What follows belongs to an exercise in optimizing a design on an open flow for small area and a short achievable clock period; a production flow would make more cautious choices. The RTL was checked by simulation tests, not by an equivalence proof against the original design.

## lockin_top
module lockin_top (
  input  wire                          alg_clk,
  input  wire                          alg_rst_n,
  input  wire                          search_end,
  input  wire                          pem_posedge,
  input  wire [16-1:0]   ref_dat,
  input  wire                          ref_dat_valid,
  input  wire [16-1:0]     wave_sine,
  input  wire [16-1:0]     wave_cosine,
  output wire                          wave_req,
  output wire [9-1:0]     wave_addr,
  output wire                          buf_refresh,
  output wire [40-1:0]      i_sum,
  output wire [40-1:0]      q_sum,
  output wire                          sum_valid
);
Size: roughly 330 flip-flops, ~150 I/O pins, roughly 25,000 sq um of cells after synthesis.
==> flow/config.mk <==
export PLATFORM = sky130hd
export DESIGN_NAME = lockin_top
export DESIGN_NICKNAME = lockin_top
export VERILOG_FILES = /design/flow/design.v
export SDC_FILE = /design/flow/constraint.sdc
export NUM_CORES = 4
export LEC_CHECK = 0
export ABC_CLOCK_PERIOD_IN_PS = 3500
export CAP_MARGIN = 20
export CORE_MARGIN = 2
export CORE_UTILIZATION = 65
export CTS_CLUSTER_DIAMETER = 150
export CTS_CLUSTER_SIZE = 20
export SETUP_SLACK_MARGIN = 3.6
export SLEW_MARGIN = 20
export SYNTH_HIERARCHICAL = 1
==> flow/constraint.sdc <==
create_clock -name core_clock -period 7.0 [get_ports {alg_clk}]
set_input_delay 1.4000 -clock core_clock [delete_from_list [all_inputs] [get_ports {alg_clk}]]
set_output_delay 1.4000 -clock core_clock [all_outputs]
set_load 0.01 [all_outputs]
standard.sh (not shown) runs the stock make flow with config.mk's settings and CLKGATE_MAP_FILE= SYNTH_SCRIPT=/design/flow/synth_recipe.tcl, a recipe that flattens the netlist after the stock synthesis.
==> flow/flow/run.sh <==
#!/bin/bash
# The standard layout, with the port buffers made from the smallest buffer
# cell instead of the default choice.  Everything else is the standard flow's own flow.
set -e
cp standard.sh standard_copy.log
export BUFFER_PORTS_ARGS="-buffer_cell sky130_fd_sc_hd__buf_1"
bash standard.sh > standard.log 2>&1
The baseline completed without violations.
==> next run, changes <==
==> flow/run.sh (new file) <==
#!/bin/bash
# synth_recipe.tcl (not shown) runs the flow's synth.tcl, then flattens the netlist and writes it again
# the make line also repeats each setting of config.mk as NAME=value (left out here)
make -C /OpenROAD-flow-scripts/flow DESIGN_CONFIG=/design/flow/config.mk WORK_HOME=/design/flow/orfs CLKGATE_MAP_FILE= SYNTH_SCRIPT=/design/flow/synth_recipe.tcl finish
CTS_CLUSTER_DIAMETER = not set   (was 150)
CTS_CLUSTER_SIZE = not set   (was 20)
removed: flow/flow/run.sh
removed: flow/standard.sh
=> Synthesized area is unchanged. Wire length grows slightly. Register-to-register slack hardly moves. Design area came out higher by a few percent. Global-route usage came out higher by 0.67 points. Critical path depth does not change.


== tundra ==
Starting RTL as in the previous note.
export LEC_CHECK = 0
export ABC_CLOCK_PERIOD_IN_PS = 3500
export CAP_MARGIN = 20
export CORE_MARGIN = 2
export CORE_UTILIZATION = 65
export CTS_BUF_LIST = sky130_fd_sc_hd__clkbuf_4 sky130_fd_sc_hd__clkbuf_8
export SETUP_SLACK_MARGIN = 3.6
export SLEW_MARGIN = 20
export SYNTH_HIERARCHICAL = 1
create_clock -name core_clock -period 7.0 [get_ports {alg_clk}]
run.sh (not shown) runs the stock make flow with config.mk's settings and CLKGATE_MAP_FILE= SYNTH_SCRIPT=/design/flow/synth_recipe.tcl, a recipe that flattens the netlist after the stock synthesis.
Stock flow here: none of the scripts above is used.
Here is what was changed in the inputs of indigo compared with tundra.
- CTS_CLUSTER_SIZE now 20, previously not set
- CTS_BUF_LIST no longer set, was sky130_fd_sc_hd__clkbuf_4 sky130_fd_sc_hd__clkbuf_8
==> flow/flow/run.sh (new file) <==
#!/bin/bash
# The standard layout, with the port buffers made from the smallest buffer
# cell instead of the default choice.  Everything else is the standard flow's own flow.
set -e
cp standard.sh standard_copy.log
export BUFFER_PORTS_ARGS="-buffer_cell sky130_fd_sc_hd__buf_1"
bash standard.sh > standard.log 2>&1
==> flow/standard.sh (new file) <==
#!/bin/bash
# synth_recipe.tcl (not shown) runs the flow's synth.tcl, then flattens the netlist and writes it again
# the make line also repeats each setting of config.mk as NAME=value (left out here)
make -C /OpenROAD-flow-scripts/flow DESIGN_CONFIG=/design/flow/config.mk WORK_HOME=/design/flow/orfs CLKGATE_MAP_FILE= SYNTH_SCRIPT=/design/flow/synth_recipe.tcl "${@:-finish}"
removed: flow/run.sh
==> run summary <==
tundra has completed all stages; timing, DRC and antenna checks passed. indigo closes out successfully: all stages finished, all timing, DRC and antenna checks passed. indigo vs tundra, highest metal layer with signal wires: met5 vs met4. Summary of indigo over tundra: post-route cell area lower; cell count went down by 1.3%.
Here is what was changed in the inputs of xenon compared with indigo.
- CTS_CLUSTER_SIZE removed (was 20)
-- flow/flow/run.sh --
<<< indigo, line 6
export BUFFER_PORTS_ARGS="-buffer_cell sky130_fd_sc_hd__buf_1"
bash standard.sh > standard.log 2>&1
>>> xenon, line 6
export BUFFER_PORTS_ARGS="-buffer_cell sky130_fd_sc_hd__buf_1"
export RECOVER_POWER=100
bash standard.sh > standard.log 2>&1
xenon reached the final stage; the timing, DRC and antenna checks on its layout passed.
Compared with indigo, xenon shows via count that has gone up slightly.
Diff indigo -> xenon: area of all placed cells without fillers saw a decrease, sequential fraction of total cell area now sits higher, worst setup slack -1130 ps.
Setup changes, xenon to umber
-- flow/flow/run.sh --
<<< xenon, line 6
export BUFFER_PORTS_ARGS="-buffer_cell sky130_fd_sc_hd__buf_1"
export RECOVER_POWER=100
bash standard.sh > standard.log 2>&1
>>> umber, line 6
export BUFFER_PORTS_ARGS="-buffer_cell sky130_fd_sc_hd__buf_1"
bash standard.sh > standard.log 2>&1
### Flow results
umber: all stages complete, timing, DRC and antenna checks passed. Relative to xenon, final design instance area without fill has increased by 1.4% in umber. Summary of umber over xenon: via count down about 0.7%, fraction of area in clock buffers and inverters barely changed.


## job 102
lockin_top again, from the RTL that the note above started with.
clock: 7.0 ns
lec_check: 0
abc_clock_period_in_ps: 3500
cap_margin: 20
core_margin: 2
core_utilization: 65
setup_slack_margin: 3.7
slew_margin: 20
synth_hierarchical: 1
standard.sh (not shown) runs the stock make flow with config.mk's settings and CLKGATE_MAP_FILE= SYNTH_SCRIPT=/design/flow/synth_recipe.tcl, a recipe that flattens the netlist after the stock synthesis.
==> flow/flow/run.sh <==
#!/bin/bash
# The standard layout, with the port buffers made from the smallest buffer
# cell instead of the default choice.  Everything else is the standard flow's own flow.
set -e
cp standard.sh standard_copy.log
export BUFFER_PORTS_ARGS="-buffer_cell sky130_fd_sc_hd__buf_1"
bash standard.sh > standard.log 2>&1
Here is what was changed in the inputs of job 101 compared with job 102.
-- flow/config.mk --
<<< job 102, line 10
export CORE_MARGIN = 2
export CORE_UTILIZATION = 65
export SETUP_SLACK_MARGIN = 3.7
export SLEW_MARGIN = 20
export SYNTH_HIERARCHICAL = 1
>>> job 101, line 10
export CORE_MARGIN = 2
export CORE_UTILIZATION = 65
export CTS_CLUSTER_DIAMETER = 150
export CTS_CLUSTER_SIZE = 20
export SETUP_SLACK_MARGIN = 3.66
export SLEW_MARGIN = 20
export SYNTH_HIERARCHICAL = 1
Results
Job 101 did not stop at any stage, and its layout met the timing, DRC and antenna checks.
Maximum level of the CTS H-tree (higher): job 102
Share of final layout cell area taken by non-clock buffers came out lower on job 101 than on job 102.
Compared to job 102, job 101 has sequential share of cell area 1.2 points higher.
The non-clock buffer count reported for job 101 is smaller than that of job 102 by 22%.
Looking at origin of the worst setup path, the u_accum.u_chan_i.mul_clear result is from job 101; the u_accum.u_chan_q.mul_wave[10] one comes from job 102.
[job 101] minimum setup slack among reg-to-reg paths rose 40 ps relative to job 102
Between job 102 and job 101, worst hold margin is higher for job 101, job 102 comes in under that.
In job 101, buffer count from post-CTS setup fixing is lower than in job 102.
Area: job 101 vs job 102 -> job 101 smaller
The higher global-route wire length before repair came out of job 102.
Initial antenna violation count: job 101 higher than job 102


lockin_top again, from the RTL that the note above started with.
==> flow/config.mk <==
export PLATFORM = sky130hd
export DESIGN_NAME = lockin_top
export DESIGN_NICKNAME = lockin_top
export VERILOG_FILES = /design/flow/design.v
export SDC_FILE = /design/flow/constraint.sdc
export NUM_CORES = 4
export LEC_CHECK = 0
export ABC_CLOCK_PERIOD_IN_PS = 3500
export CAP_MARGIN = 20
export CORE_MARGIN = 2
export CORE_UTILIZATION = 65
export CTS_CLUSTER_DIAMETER = 160
export CTS_CLUSTER_SIZE = 26
export SETUP_SLACK_MARGIN = 3.6
export SLEW_MARGIN = 20
export SYNTH_HIERARCHICAL = 1
==> flow/constraint.sdc <==
create_clock -name core_clock -period 7.0 [get_ports {alg_clk}]
set_input_delay 1.4000 -clock core_clock [delete_from_list [all_inputs] [get_ports {alg_clk}]]
set_output_delay 1.4000 -clock core_clock [all_outputs]
set_load 0.01 [all_outputs]
Scripts as last shown in full above: flow/flow/run.sh
Edit:
==> flow/run.sh (new file) <==
#!/bin/bash
# synth_recipe.tcl (not shown) runs the flow's synth.tcl, then flattens the netlist and writes it again
# the make line also repeats each setting of config.mk as NAME=value (left out here)
make -C /OpenROAD-flow-scripts/flow DESIGN_CONFIG=/design/flow/config.mk WORK_HOME=/design/flow/orfs CLKGATE_MAP_FILE= SYNTH_SCRIPT=/design/flow/synth_recipe.tcl finish
- CTS_CLUSTER_DIAMETER: 160 -> not set
- CTS_CLUSTER_SIZE: 26 -> not set
- SETUP_SLACK_MARGIN: 3.6 -> 3.7
removed: flow/flow/run.sh
removed: flow/standard.sh
Synthesized area does not change.
Design area came out higher by 8.5%.
Flip-flop and latch count does not change.
Routed wire length rises by 2.6%.
Critical path depth came out lower by 1.
Synthesized cell count stays the same.
Worst setup slack gets better by 0.062 ns.
Worst hold slack gains 0.0046 ns.
Edit:
==> flow/flow/run.sh (new file) <==
#!/bin/bash
# The standard layout, with the port buffers made from the smallest buffer
# cell instead of the default choice.  Everything else is the standard flow's own flow.
set -e
cp standard.sh standard_copy.log
export BUFFER_PORTS_ARGS="-buffer_cell sky130_fd_sc_hd__buf_1"
bash standard.sh > standard.log 2>&1
==> flow/standard.sh (new file) <==
#!/bin/bash
# synth_recipe.tcl (not shown) runs the flow's synth.tcl, then flattens the netlist and writes it again
# the make line also repeats each setting of config.mk as NAME=value (left out here)
make -C /OpenROAD-flow-scripts/flow DESIGN_CONFIG=/design/flow/config.mk WORK_HOME=/design/flow/orfs CLKGATE_MAP_FILE= SYNTH_SCRIPT=/design/flow/synth_recipe.tcl "${@:-finish}"
- CORE_UTILIZATION: 65 -> 75
- CTS_CLUSTER_DIAMETER: not set -> 150
- CTS_CLUSTER_SIZE: not set -> 20
- SETUP_SLACK_MARGIN: 3.7 -> 3.63
removed: flow/run.sh
=> The changed run ran to the end with no violations. Sequential cell count does not change. Wire length is lower by 3.9%. Die area is lower by 13%. Register-to-register slack gets worse by 0.03 ns. Hold slack gets better by 0.010 ns. Non-clock buffer count is lower by 42. Critical path depth is lower by 5. Count of clock-buffer cells in the layout is lower by 28. Cell count is lower by 5.4%.
Edit:
- ABC_CLOCK_PERIOD_IN_PS: 3500 -> 4200
- CORE_UTILIZATION: 75 -> 65
- SETUP_SLACK_MARGIN: 3.63 -> 3.6
=> The new run completed without violations. Utilization shrinks by 10 points. Cell area grows by 0.35%. Count of clock-buffer cells in the layout grows by 3. Critical path depth does not change. Non-clock buffer count grows by 8. Worst hold slack got worse by 0.0045 ns. Via count shrinks by 1.8%. Routed wire length grows by 2.3%. Die area grows by 15%.


Another version of the RTL of lockin_top (not shown whole).
Size: roughly 2200 cells after synthesis, ~320 flip-flops, about 0.024 mm2 of cells after synthesis.
Design lockin_top, start of the top module:
module lockin_top (
  input  wire                          alg_clk,
  input  wire                          alg_rst_n,
  input  wire                          search_end,
  input  wire                          pem_posedge,
  input  wire [16-1:0]   ref_dat,
  input  wire                          ref_dat_valid,
  input  wire [16-1:0]     wave_sine,
  input  wire [16-1:0]     wave_cosine,
  output wire                          wave_req,
  output wire [9-1:0]     wave_addr,
  output wire                          buf_refresh,
  output wire [40-1:0]      i_sum,
  output wire [40-1:0]      q_sum,
  output wire                          sum_valid
);
Settings: LEC_CHECK=0, ABC_CLOCK_PERIOD_IN_PS=3500, CAP_MARGIN=20, CORE_MARGIN=2, CORE_UTILIZATION=40, SETUP_SLACK_MARGIN=3.5, SLEW_MARGIN=20, SYNTH_HIERARCHICAL=1; clock period 7.0 ns.
run.sh (not shown) runs the stock make flow with config.mk's settings and CLKGATE_MAP_FILE= SYNTH_SCRIPT=/design/flow/synth_recipe.tcl, a recipe that flattens the netlist after the stock synthesis.
Stock flow here: none of the scripts above is used.
Rerun with:
CORE_UTILIZATION = 65   (was 40)
The new run completed without violations.
Cell area decreases by 2.4%.
Area after synthesis stays the same.
Routed wire length decreases by 2.8%.
Register-to-register slack is about the same.
Non-clock buffer count decreases by 5.
Die area decreases by 38%.
Via count increases by 1.2%.
Setup slack is better by 0.0062 ns.
Global-route usage increases by 11 points.
Maximum frequency barely changes.

## port drivers added, routing unchanged
The flow's constraints put no driver on any port. The routed layouts listed below were extracted and timed again, unchanged, in two steps.
Step 1 assumes that a clkbuf_16 drives the clock port and a buf_2 every other input.
Step 2, shift: input delay + t, output delay - t, t = (earliest + latest rising clock arrival at the registers) / 2. This alone moves slack from input paths to output paths.
Three values: ideal ports, drivers, drivers and shift; two values: the first two.
run	t (ns)	setup slack, ns	worst hold slack (ns)	worst register clock-pin slew, ns	pins driven straight from the clock port
the first run of note 1	0.603	3.677 / 3.653 / 3.653	0.350 / 0.350 / 0.350	0.10 / 0.10	1
the second run of note 1	0.609	3.648 / 3.616 / 3.616	0.343 / 0.343 / 0.343	0.06 / 0.06	1
tundra	0.702	3.646 / 3.614 / 3.614	0.357 / 0.357 / 0.357	0.07 / 0.07	1
indigo	0.601	3.676 / 3.653 / 3.653	0.344 / 0.344 / 0.344	0.06 / 0.06	1
xenon	0.602	2.543 / 2.543 / 2.543	0.344 / 0.344 / 0.344	0.06 / 0.06	1
umber	0.601	3.676 / 3.653 / 3.653	0.344 / 0.344 / 0.344	0.06 / 0.06	1
job 102	0.616	3.690 / 3.690 / 3.690	0.344 / 0.344 / 0.344	0.06 / 0.06	1
job 101	0.601	3.729 / 3.693 / 3.693	0.351 / 0.351 / 0.351	0.09 / 0.09	1
the first run of note 4	0.585	3.653 / 3.653 / 3.653	0.340 / 0.340 / 0.340	0.11 / 0.11	1
the second run of note 4	0.613	3.715 / 3.711 / 3.711	0.344 / 0.344 / 0.344	0.07 / 0.07	1
the third run of note 4	0.605	3.669 / 3.637 / 3.637	0.355 / 0.355 / 0.355	0.09 / 0.09	1
the fourth run of note 4	0.603	3.677 / 3.653 / 3.653	0.350 / 0.350 / 0.350	0.10 / 0.10	1
the first run of note 5	0.629	3.525 / 3.492 / 3.492	0.342 / 0.342 / 0.342	0.06 / 0.06	1
the second run of note 5	0.596	3.531 / 3.494 / 3.494	0.339 / 0.339 / 0.339	0.06 / 0.06	1
After both steps setup and hold are still met in every run listed. The setup slack of the second run of note 5, which loses most, moves by -0.037 ns with the drivers and by -0.037 ns with both steps.
